This is an optimization exercise on Yosys and OpenROAD, whose aim is small area and a short achievable clock period, not a production implementation. In this exercise RTL edits were held to simulation tests only and were not proved equivalent to the original. The clock port is modelled as an ideal driver; clocking choices that lean on that would not hold on a real chip. Power is estimated from default activity; no workload was simulated.

// perf_monitor
module perf_monitor #(
  parameter int          NCORES     = 4,
  parameter int          CNT_W      = 64,
  parameter int          FIFO_DEPTH = 16,
  parameter bit          FINI_ALL   = 1'b1,
  parameter logic [31:0] FINI_CODE  = 32'h0002_0000,
  parameter int          TIMEOUT    = 50000,
  localparam int         CW = (NCORES > 1) ? $clog2(NCORES) : 1
) (
  input  logic                 clk_i,
  input  logic                 rst_i,
  input  logic [NCORES-1:0]    exma_v_i,
  input  logic [NCORES-1:0]    stall_i,
  input  logic [NCORES-1:0]    stall_imem_i,
  input  logic [NCORES-1:0]    ctrl_tsfr_i,
  input  logic [NCORES-1:0]    br_misp_i,
  input  logic [NCORES-1:0]    dbus_wv_i,
  input  logic [32*NCORES-1:0] dbus_addr_i,
  input  logic [32*NCORES-1:0] dbus_wdata_i,
  input  logic                 rd_en_i,
  input  logic [CW-1:0]        rd_core_i,
  input  logic [1:0]           rd_ctr_i,
  input  logic                 wr_en_i,
  input  logic [CW-1:0]        wr_core_i,
  input  logic [1:0]           wr_ctr_i,
  input  logic [CNT_W-1:0]     wr_data_i,
  output logic [CNT_W-1:0]     rd_data_o,
  output logic                 rd_vld_o,
  output logic                 char_vld_o,
  output logic [7:0]           char_o,
  output logic [CW-1:0]        char_core_o,
  input  logic                 char_rdy_i,
  output logic [NCORES-1:0]    done_o,
  output logic                 fini_o,
  output logic                 timeout_o,
  output logic                 overflow_o
);
  localparam int MD = FIFO_DEPTH - 1;            
  localparam int MA = (MD > 1) ? $clog2(MD) : 1;
  localparam int MC = $clog2(MD + 1);
  localparam int EW = CW + 8;
  logic              fini_n;
  logic [NCORES-1:0] done_n;
  ...
For scale: ~7000 cells after synthesis.
==> flow/config.mk <==
export PLATFORM = sky130hd
export DESIGN_NAME = perf_monitor
export DESIGN_NICKNAME = perf_monitor
export VERILOG_FILES = /design/flow/design.v
export SDC_FILE = /design/flow/constraint.sdc
export NUM_CORES = 4
export LEC_CHECK = 0
export CAP_MARGIN = 20
export CORE_MARGIN = 2
export CORE_UTILIZATION = 45
export SETUP_SLACK_MARGIN = 2.0
export SLEW_MARGIN = 20
export TNS_END_PERCENT = 8
==> flow/constraint.sdc <==
create_clock -name core_clock -period 4.0 [get_ports {clk_i}]
set_input_delay 0.8000 -clock core_clock [delete_from_list [all_inputs] [get_ports {clk_i}]]
set_output_delay 0.8000 -clock core_clock [all_outputs]
set_load 0.01 [all_outputs]
standard.sh (not shown) runs the stock make flow with config.mk's settings and CLKGATE_MAP_FILE= SYNTH_SCRIPT=/design/flow/synth_recipe.tcl, a recipe that flattens the netlist after the stock synthesis.
==> flow/flow/run.sh <==
#!/bin/bash
# Standard layout with these changes:
#  - slow wide OR/AND/NOR cells and the adder cells are on the don't-use list,
#    so synthesis (and repair) build the logic from faster cells;
#  - ports are buffered with buf_2 cells;
#  - clock tree: larger sink clusters and no dummy loads (fewer clock buffers).
set -euo pipefail
DU="$(cat flow/dont_use.txt)"
bash standard.sh "DONT_USE_CELLS=$DU" \
  "BUFFER_PORTS_ARGS=-buffer_cell sky130_fd_sc_hd__buf_2" \
  "CTS_ARGS=-sink_clustering_enable -repair_clock_nets -dont_use_dummy_load -sink_clustering_size 24 -sink_clustering_max_diameter 100" \
  finish > flow_make.log 2>&1
Other scripts of this flow, unchanged in this note and not shown: flow/flow/dont_use.txt
Rerun with:
GPL_ROUTABILITY_DRIVEN = 0   (was not set)
TNS_END_PERCENT = 5   (was 8)
The changed run finished clean.
Setup slack improved by 16 ps.
Area after synthesis is unchanged.
Wire length hardly moves.
Core utilization shrinks by 0.34 points.
Clock-buffer cell count grows by 1.
Die area stays the same.
Register-to-register slack improved by 80 ps.
Total power hardly moves.
Cell area shrinks slightly.


Another version of the RTL of perf_monitor (not shown whole).
Size in the first run: about 1200 flip-flops, roughly 60000 sq um of cells after synthesis.
export LEC_CHECK = 0
export CAP_MARGIN = 20
export CORE_MARGIN = 2
export CORE_UTILIZATION = 45
export SETUP_SLACK_MARGIN = 1.5
export SLEW_MARGIN = 20
create_clock -name core_clock -period 4.0 [get_ports {clk_i}]
==> flow/flow/run.sh <==
#!/bin/bash
# Standard layout with these changes:
#  - slow wide OR/AND/NOR cells and the adder cells are on the don't-use list,
#    so synthesis (and repair) build the logic from faster cells;
#  - ports are buffered with buf_2 cells;
#  - clock tree: larger sink clusters and no dummy loads (fewer clock buffers);
#  - after CTS, one more timing repair aimed at the worst endpoints.
set -euo pipefail
DU="$(cat flow/dont_use.txt)"
export FLOW_PUSH_MARGIN=2.1
bash standard.sh "DONT_USE_CELLS=$DU" \
  "BUFFER_PORTS_ARGS=-buffer_cell sky130_fd_sc_hd__buf_2" \
  "CTS_ARGS=-sink_clustering_enable -repair_clock_nets -dont_use_dummy_load -sink_clustering_size 24 -sink_clustering_max_diameter 100" \
  "POST_CTS_TCL=$PWD/flow/post_cts.tcl" \
  finish > flow_make.log 2>&1
==> flow/flow/post_cts.tcl <==
# After CTS's own repair (all endpoints, modest margin), push the worst
# endpoints further with a small TNS fraction, then legalize again.
repair_timing -setup -setup_margin $::env(FLOW_PUSH_MARGIN) -repair_tns 5 -verbose
detailed_placement
check_placement -verbose
Other scripts of this flow, unchanged in this note and not shown: flow/flow/dont_use.txt
The baseline finished clean.
Rerun with:
==> flow/flow/run.sh (replaced) <==
#!/bin/bash
# Standard layout with these changes:
#  - slow wide OR/AND/NOR cells and the adder cells are on the don't-use list,
#    so synthesis (and repair) build the logic from faster cells;
#  - ports are buffered with buf_2 cells;
#  - clock tree: larger sink clusters and no dummy loads (fewer clock buffers).
set -euo pipefail
DU="$(cat flow/dont_use.txt)"
bash standard.sh "DONT_USE_CELLS=$DU" \
  "BUFFER_PORTS_ARGS=-buffer_cell sky130_fd_sc_hd__buf_2" \
  "CTS_ARGS=-sink_clustering_enable -repair_clock_nets -dont_use_dummy_load -sink_clustering_size 24 -sink_clustering_max_diameter 100" \
  finish > flow_make.log 2>&1
CORE_UTILIZATION = 60   (was 45)
SETUP_SLACK_MARGIN = 2.0   (was 1.5)
TNS_END_PERCENT = 5   (was default)
removed: flow/flow/post_cts.tcl
Outcome:
- worst hold slack improves by 0.0094 ns
- non-clock buffer count goes up by 43
- total power barely changes
- routed wire length goes down by about 0.5%
- maximum frequency goes up by 2.9%
- clock-buffer cell count goes down by 1
- first-iteration DRC count goes up by about 25%
- setup slack improves by 0.066 ns
- clock power goes down by about 2%
- register-to-register slack improves by 0.07 ns


The RTL this note starts from:
==> flow/design.v <==
module perf_monitor #(
  parameter int          NCORES     = 4,
  parameter int          CNT_W      = 64,
  parameter int          FIFO_DEPTH = 16,
  parameter bit          FINI_ALL   = 1'b1,
  parameter logic [31:0] FINI_CODE  = 32'h0002_0000,
  parameter int          TIMEOUT    = 50000,
  localparam int         CW = (NCORES > 1) ? $clog2(NCORES) : 1
) (
  input  logic                 clk_i,
  input  logic                 rst_i,
  input  logic [NCORES-1:0]    exma_v_i,
  input  logic [NCORES-1:0]    stall_i,
  input  logic [NCORES-1:0]    stall_imem_i,
  input  logic [NCORES-1:0]    ctrl_tsfr_i,
  input  logic [NCORES-1:0]    br_misp_i,
  input  logic [NCORES-1:0]    dbus_wv_i,
  input  logic [32*NCORES-1:0] dbus_addr_i,
  input  logic [32*NCORES-1:0] dbus_wdata_i,
  input  logic                 rd_en_i,
  input  logic [CW-1:0]        rd_core_i,
  input  logic [1:0]           rd_ctr_i,
  input  logic                 wr_en_i,
  input  logic [CW-1:0]        wr_core_i,
  input  logic [1:0]           wr_ctr_i,
  input  logic [CNT_W-1:0]     wr_data_i,
  output logic [CNT_W-1:0]     rd_data_o,
  output logic                 rd_vld_o,
  output logic                 char_vld_o,
  output logic [7:0]           char_o,
  output logic [CW-1:0]        char_core_o,
  input  logic                 char_rdy_i,
  output logic [NCORES-1:0]    done_o,
  output logic                 fini_o,
  output logic                 timeout_o,
  output logic                 overflow_o
);
  localparam int MD = FIFO_DEPTH - 1;            
  localparam int MA = (MD > 1) ? $clog2(MD) : 1;
  localparam int MC = $clog2(MD + 1);
  localparam int EW = CW + 8;
  logic [CNT_W-1:0] mcycle;
  logic [CNT_W-1:0] minstret [NCORES];
  logic [CNT_W-1:0] br_pred  [NCORES];
  logic [CNT_W-1:0] br_misp  [NCORES];
  logic [CNT_W-1:0] wd;
  assign wd = rst_i ? '0 : wr_data_i;
  logic ld_mc;
  assign ld_mc = rst_i || (wr_en_i && wr_ctr_i == 2'd0);
  pm_ctr #(.W(CNT_W)) u_mcycle (.clk_i, .ld_i(ld_mc), .wd_i(wd), .en_i(fini_n), .q_o(mcycle));
  for (genvar c = 0; c < NCORES; c++) begin : g_core
    logic en, ld1, ld2, ld3;
    assign en  = fini_n && done_n[c] && !stall_imem_i[c] && exma_v_i[c];
    assign ld1 = rst_i || (wr_en_i && wr_core_i == c && wr_ctr_i == 2'd1);
    assign ld2 = rst_i || (wr_en_i && wr_core_i == c && wr_ctr_i == 2'd2);
    assign ld3 = rst_i || (wr_en_i && wr_core_i == c && wr_ctr_i == 2'd3);
    pm_ctr #(.W(CNT_W)) u_ret  (.clk_i, .ld_i(ld1), .wd_i(wd), .en_i(en && !stall_i[c]),
                                .q_o(minstret[c]));
    pm_ctr #(.W(CNT_W)) u_pred (.clk_i, .ld_i(ld2), .wd_i(wd), .en_i(en && ctrl_tsfr_i[c]),
                                .q_o(br_pred[c]));
    pm_ctr #(.W(CNT_W)) u_misp (.clk_i, .ld_i(ld3), .wd_i(wd),
                                .en_i(en && ctrl_tsfr_i[c] && br_misp_i[c]), .q_o(br_misp[c]));
  end
  logic [CNT_W-1:0] rd_nx;
  always_comb begin
    logic s_mc;
    s_mc  = rd_en_i && rd_ctr_i == 2'd0;
    rd_nx = ({CNT_W{s_mc}} & mcycle) | ({CNT_W{!rd_en_i}} & rd_data_o);
    for (int c = 0; c < NCORES; c++) begin
      rd_nx = rd_nx
            | ({CNT_W{rd_en_i && rd_core_i == c && rd_ctr_i == 2'd1}} & minstret[c])
            | ({CNT_W{rd_en_i && rd_core_i == c && rd_ctr_i == 2'd2}} & br_pred[c])
            | ({CNT_W{rd_en_i && rd_core_i == c && rd_ctr_i == 2'd3}} & br_misp[c]);
    end
  end
  always_ff @(posedge clk_i) begin
    if (rst_i) begin
      rd_vld_o  <= 1'b0;
      rd_data_o <= '0;
    end else begin
      rd_vld_o  <= rd_en_i;
      rd_data_o <= rd_nx;
    end
  end
  logic [NCORES-1:0] mmio, fin_w, chr_w;
  always_comb begin
    for (int c = 0; c < NCORES; c++) begin
      mmio[c]  = dbus_wv_i[c] && dbus_addr_i[32*c+31] && done_n[c] && fini_n;
      fin_w[c] = mmio[c] && (dbus_wdata_i[32*c +: 32] == FINI_CODE);
      chr_w[c] = mmio[c] && !fin_w[c];
    end
  end
  logic              fini_n;
  logic [NCORES-1:0] done_n;
  logic              fini_nx;
  logic [NCORES-1:0] done_nx;
  assign fini_nx = !fini_n | (FINI_ALL ? (&(~done_n)) : (|(~done_n)));
  assign done_nx = ~done_n | fin_w;
  always_ff @(posedge clk_i) begin
    if (rst_i) begin
      timeout_o <= 1'b0;
      fini_o    <= 1'b0;
      done_o    <= '0;
      fini_n    <= 1'b1;
      done_n    <= '1;
    end else begin
      if (TIMEOUT != 0 && mcycle == TIMEOUT - 1) timeout_o <= 1'b1;
      fini_o <= fini_nx;
      done_o <= done_nx;
      fini_n <= !fini_nx;
      done_n <= ~done_nx;
    end
  end
  logic [NCORES-1:0] slot_v;
  logic [7:0]        slot_d [NCORES];
  logic [NCORES-1:0] rr;
  logic [NCORES-1:0] grant;
  always_comb begin
    for (int c = 0; c < NCORES; c++) begin
      logic hit, blk;
      hit = 1'b0;
      blk = 1'b0;
      for (int d = 0; d < NCORES; d++) begin
        if (rr[(c - d + NCORES) % NCORES] && !blk) hit = 1'b1;
        blk = blk | slot_v[(c - d - 1 + NCORES) % NCORES];
      end
      grant[c] = slot_v[c] && hit;
    end
  end
  logic          win_v;
  logic [CW-1:0] win;
  logic [7:0]    win_d;
  always_comb begin
    win_v = |slot_v;
    win   = '0;
    win_d = '0;
    for (int c = 0; c < NCORES; c++) begin
      if (grant[c]) win = win | CW'(c);
      win_d = win_d | ({8{grant[c]}} & slot_d[c]);
    end
  end
  logic [EW-1:0] head;      
  logic          hv;        
  logic [MD-1:0][EW-1:0] mem;
  logic [MA-1:0] wp, rp;
  logic [MC-1:0] mcnt;      
  logic mem_e, full, pop, push, to_head, to_mem, from_mem;
  assign mem_e    = (mcnt == '0);
  assign full     = hv && (mcnt == MC'(MD));
  assign pop      = hv && char_rdy_i;
  assign push     = win_v && (!full || pop);
  assign from_mem = pop && !mem_e;
  assign to_head  = win_v && (!hv || (char_rdy_i && mem_e));
  assign to_mem   = push && hv && !(char_rdy_i && mem_e);
  logic [MC-1:0] mcnt_inc, mcnt_dec;
  assign mcnt_inc = mcnt + 1'b1;
  assign mcnt_dec = mcnt - 1'b1;
  logic [EW-1:0] new_e;
  assign new_e = {win, win_d};
  logic [NCORES-1:0] drain;
  assign drain = push ? grant : '0;
  always_ff @(posedge clk_i) begin
    if (rst_i) begin
      slot_v     <= '0;
      rr         <= NCORES'(1);
      overflow_o <= 1'b0;
    end else begin
      if (push) rr <= {grant[NCORES-2:0], grant[NCORES-1]};
      slot_v <= chr_w | (slot_v & ~drain);
      if (|(chr_w & slot_v & ~drain)) overflow_o <= 1'b1;
    end
  end
  always_ff @(posedge clk_i) begin
    for (int c = 0; c < NCORES; c++)
      if (!slot_v[c] || drain[c]) slot_d[c] <= dbus_wdata_i[32*c +: 8];
  end
  always_ff @(posedge clk_i) begin
    for (int i = 0; i < MD; i++)
      if (to_mem && wp == MA'(i)) mem[i] <= new_e;
  end
  always_ff @(posedge clk_i) begin
    if (rst_i) begin
      hv   <= 1'b0;
      head <= '0;
      wp   <= '0;
      rp   <= '0;
      mcnt <= '0;
    end else begin
      if (from_mem)     head <= mem[rp];
      else if (to_head) head <= new_e;
      else if (pop)     head <= '0;
      hv <= to_head || (hv && !(pop && mem_e));
      if (to_mem)   wp <= (wp == MA'(MD - 1)) ? '0 : wp + 1'b1;
      if (from_mem) rp <= (rp == MA'(MD - 1)) ? '0 : rp + 1'b1;
      if (to_mem && !from_mem)      mcnt <= mcnt_inc;
      else if (from_mem && !to_mem) mcnt <= mcnt_dec;
    end
  end
  always_ff @(posedge clk_i) begin
    if (rst_i) char_vld_o <= 1'b0;
    else       char_vld_o <= to_head || (hv && !(pop && mem_e));
  end
  assign {char_core_o, char_o} = head;
endmodule
module pm_ctr #(
  parameter int W  = 64,
  parameter int SW = 16
) (
  input  logic         clk_i,
  input  logic         ld_i,
  input  logic [W-1:0] wd_i,
  input  logic         en_i,
  output logic [W-1:0] q_o
);
  localparam int NS = W / SW;
  logic [NS-1:0] ones;      
  logic [NS-1:0] se;        
  logic [W-1:0]  c;         
  always_comb begin
    se[0] = en_i;
    for (int s = 1; s < NS; s++) se[s] = se[s-1] & ones[s-1];
  end
  for (genvar s = 0; s < NS; s++) begin : g_seg
    logic [SW-1:0] qs;
    logic [SW/4-1:0] g4;
    assign qs = q_o[SW*s +: SW];
    for (genvar k = 0; k < SW/4; k++) begin : g_g4
      assign g4[k] = &qs[4*k +: 4];
    end
    for (genvar i = 0; i < SW; i++) begin : g_bit
      localparam int K = i / 4;
      localparam logic [SW/4-1:0] GM = (SW/4)'((64'd1 << K) - 1);
      localparam logic [SW-1:0]   QM = SW'(((64'd1 << i) - 1) & ~((64'd1 << (4*K)) - 1));
      assign c[SW*s + i] = se[s] & (&(g4 | ~GM)) & (&(qs | ~QM));
    end
    if (s < NS - 1) begin : g_ones
      always_ff @(posedge clk_i) begin
        if (ld_i)       ones[s] <= &wd_i[SW*s +: SW];
        else if (se[s]) ones[s] <= (qs == {{(SW-1){1'b1}}, 1'b0});
      end
    end else begin : g_last
      assign ones[s] = 1'b0;
    end
  end
  always_ff @(posedge clk_i) begin
    q_o <= ld_i ? wd_i : q_o ^ c;
  end
endmodule
==> flow/config.mk <==
export PLATFORM = sky130hd
export DESIGN_NAME = perf_monitor
export DESIGN_NICKNAME = perf_monitor
export VERILOG_FILES = /design/flow/design.v
export SDC_FILE = /design/flow/constraint.sdc
export NUM_CORES = 4
export LEC_CHECK = 0
export ABC_AREA = 1
export CAP_MARGIN = 20
export CORE_MARGIN = 2
export CORE_UTILIZATION = 45
export SETUP_SLACK_MARGIN = 2.0
export SLEW_MARGIN = 20
export TNS_END_PERCENT = 5
==> flow/constraint.sdc <==
create_clock -name core_clock -period 4.0 [get_ports {clk_i}]
set_input_delay 0.8000 -clock core_clock [delete_from_list [all_inputs] [get_ports {clk_i}]]
set_output_delay 0.8000 -clock core_clock [all_outputs]
set_load 0.01 [all_outputs]
==> flow/flow/run.sh <==
#!/bin/bash
# Standard layout with these changes:
#  - slow wide OR/AND/NOR cells and the adder cells are on the don't-use list,
#    so synthesis (and repair) build the logic from faster cells;
#  - ports are buffered with buf_2 cells;
#  - clock tree: larger sink clusters and no dummy loads (fewer clock buffers).
set -euo pipefail
DU="$(cat flow/dont_use.txt)"
bash standard.sh "DONT_USE_CELLS=$DU" \
  "BUFFER_PORTS_ARGS=-buffer_cell sky130_fd_sc_hd__buf_2" \
  "CTS_ARGS=-sink_clustering_enable -repair_clock_nets -dont_use_dummy_load -sink_clustering_size 24 -sink_clustering_max_diameter 100" \
  finish > flow_make.log 2>&1
Other scripts of this flow, unchanged in this note and not shown: flow/flow/dont_use.txt
Next try:
- ABC_AREA: 1 -> default
The new run passed the timing, design-rule and antenna checks; fmax grows by 1.4%; sequential power shrinks by about 7%; core utilization shrinks by 0.57 points; cell area shrinks by 1.1%; routed wire length shrinks by 13%; global-route usage shrinks by 4.7 points; via count shrinks by 10%; critical path depth grows by 3; sequential share of layout area grows by 0.41 points.
Next try:
- CORE_UTILIZATION: 45 -> 70
After rerunning: Total power goes down by 0.63%; clock skew drops by 0.0069 ns; sequential power is about the same; cell area rose by 0.42%; clock power shrinks by 3.1%; die area drops by 35%; area after synthesis does not change; core utilization rose by 29 points; global-route usage goes up by 14 points; first-iteration DRC count rose by 40%; register-to-register slack improved by 0.07 ns.

re-timing with driven ports:
No port has a modelled driver above. Below, the same layouts with a new extraction and two added sets of constraints.
Step 1 sets driving cells, clkbuf_16 on the clock port and buf_2 on the other inputs (assumed; they add their load-dependent delay and slew).
Step 2 adds t to the input delays and takes it off the output delays; t is the mean of the earliest and latest rising clock arrival at the registers after step 1. Input paths then give back, and output paths get back, about the clock's delay inside the block.
Slacks: no drivers / after step 1 / after step 2; pairs: no drivers / after step 1.
run	shift t [ns]	setup WS [ns]	worst hold slack (ns)	worst setup path after step 2	cell pins on the clock port's net
the first run of note 1	0.791	1.753 / 1.695 / 0.972	0.258 / 0.199 / 0.493	input to register	1
the second run of note 1	0.777	1.769 / 1.686 / 0.958	0.251 / 0.195 / 0.482	input to register	1
the first run of note 2	0.778	1.616 / 1.529 / 0.751	0.240 / 0.183 / 0.471	input to register	1
the second run of note 2	0.786	1.682 / 1.638 / 0.852	0.250 / 0.198 / 0.502	input to register	1
the first run of note 3	0.791	1.589 / 1.587 / 0.833	0.274 / 0.225 / 0.456	input to register	1
the second run of note 3	0.786	1.623 / 1.623 / 0.857	0.252 / 0.193 / 0.499	input to register	1
the third run of note 3	0.726	1.579 / 1.468 / 0.742	0.308 / 0.256 / 0.502	input to register	1
After both steps every run listed still meets setup and hold. The setup slack of the first run of note 2, which loses most, moves by -0.087 ns with the drivers and by -0.865 ns with both steps.
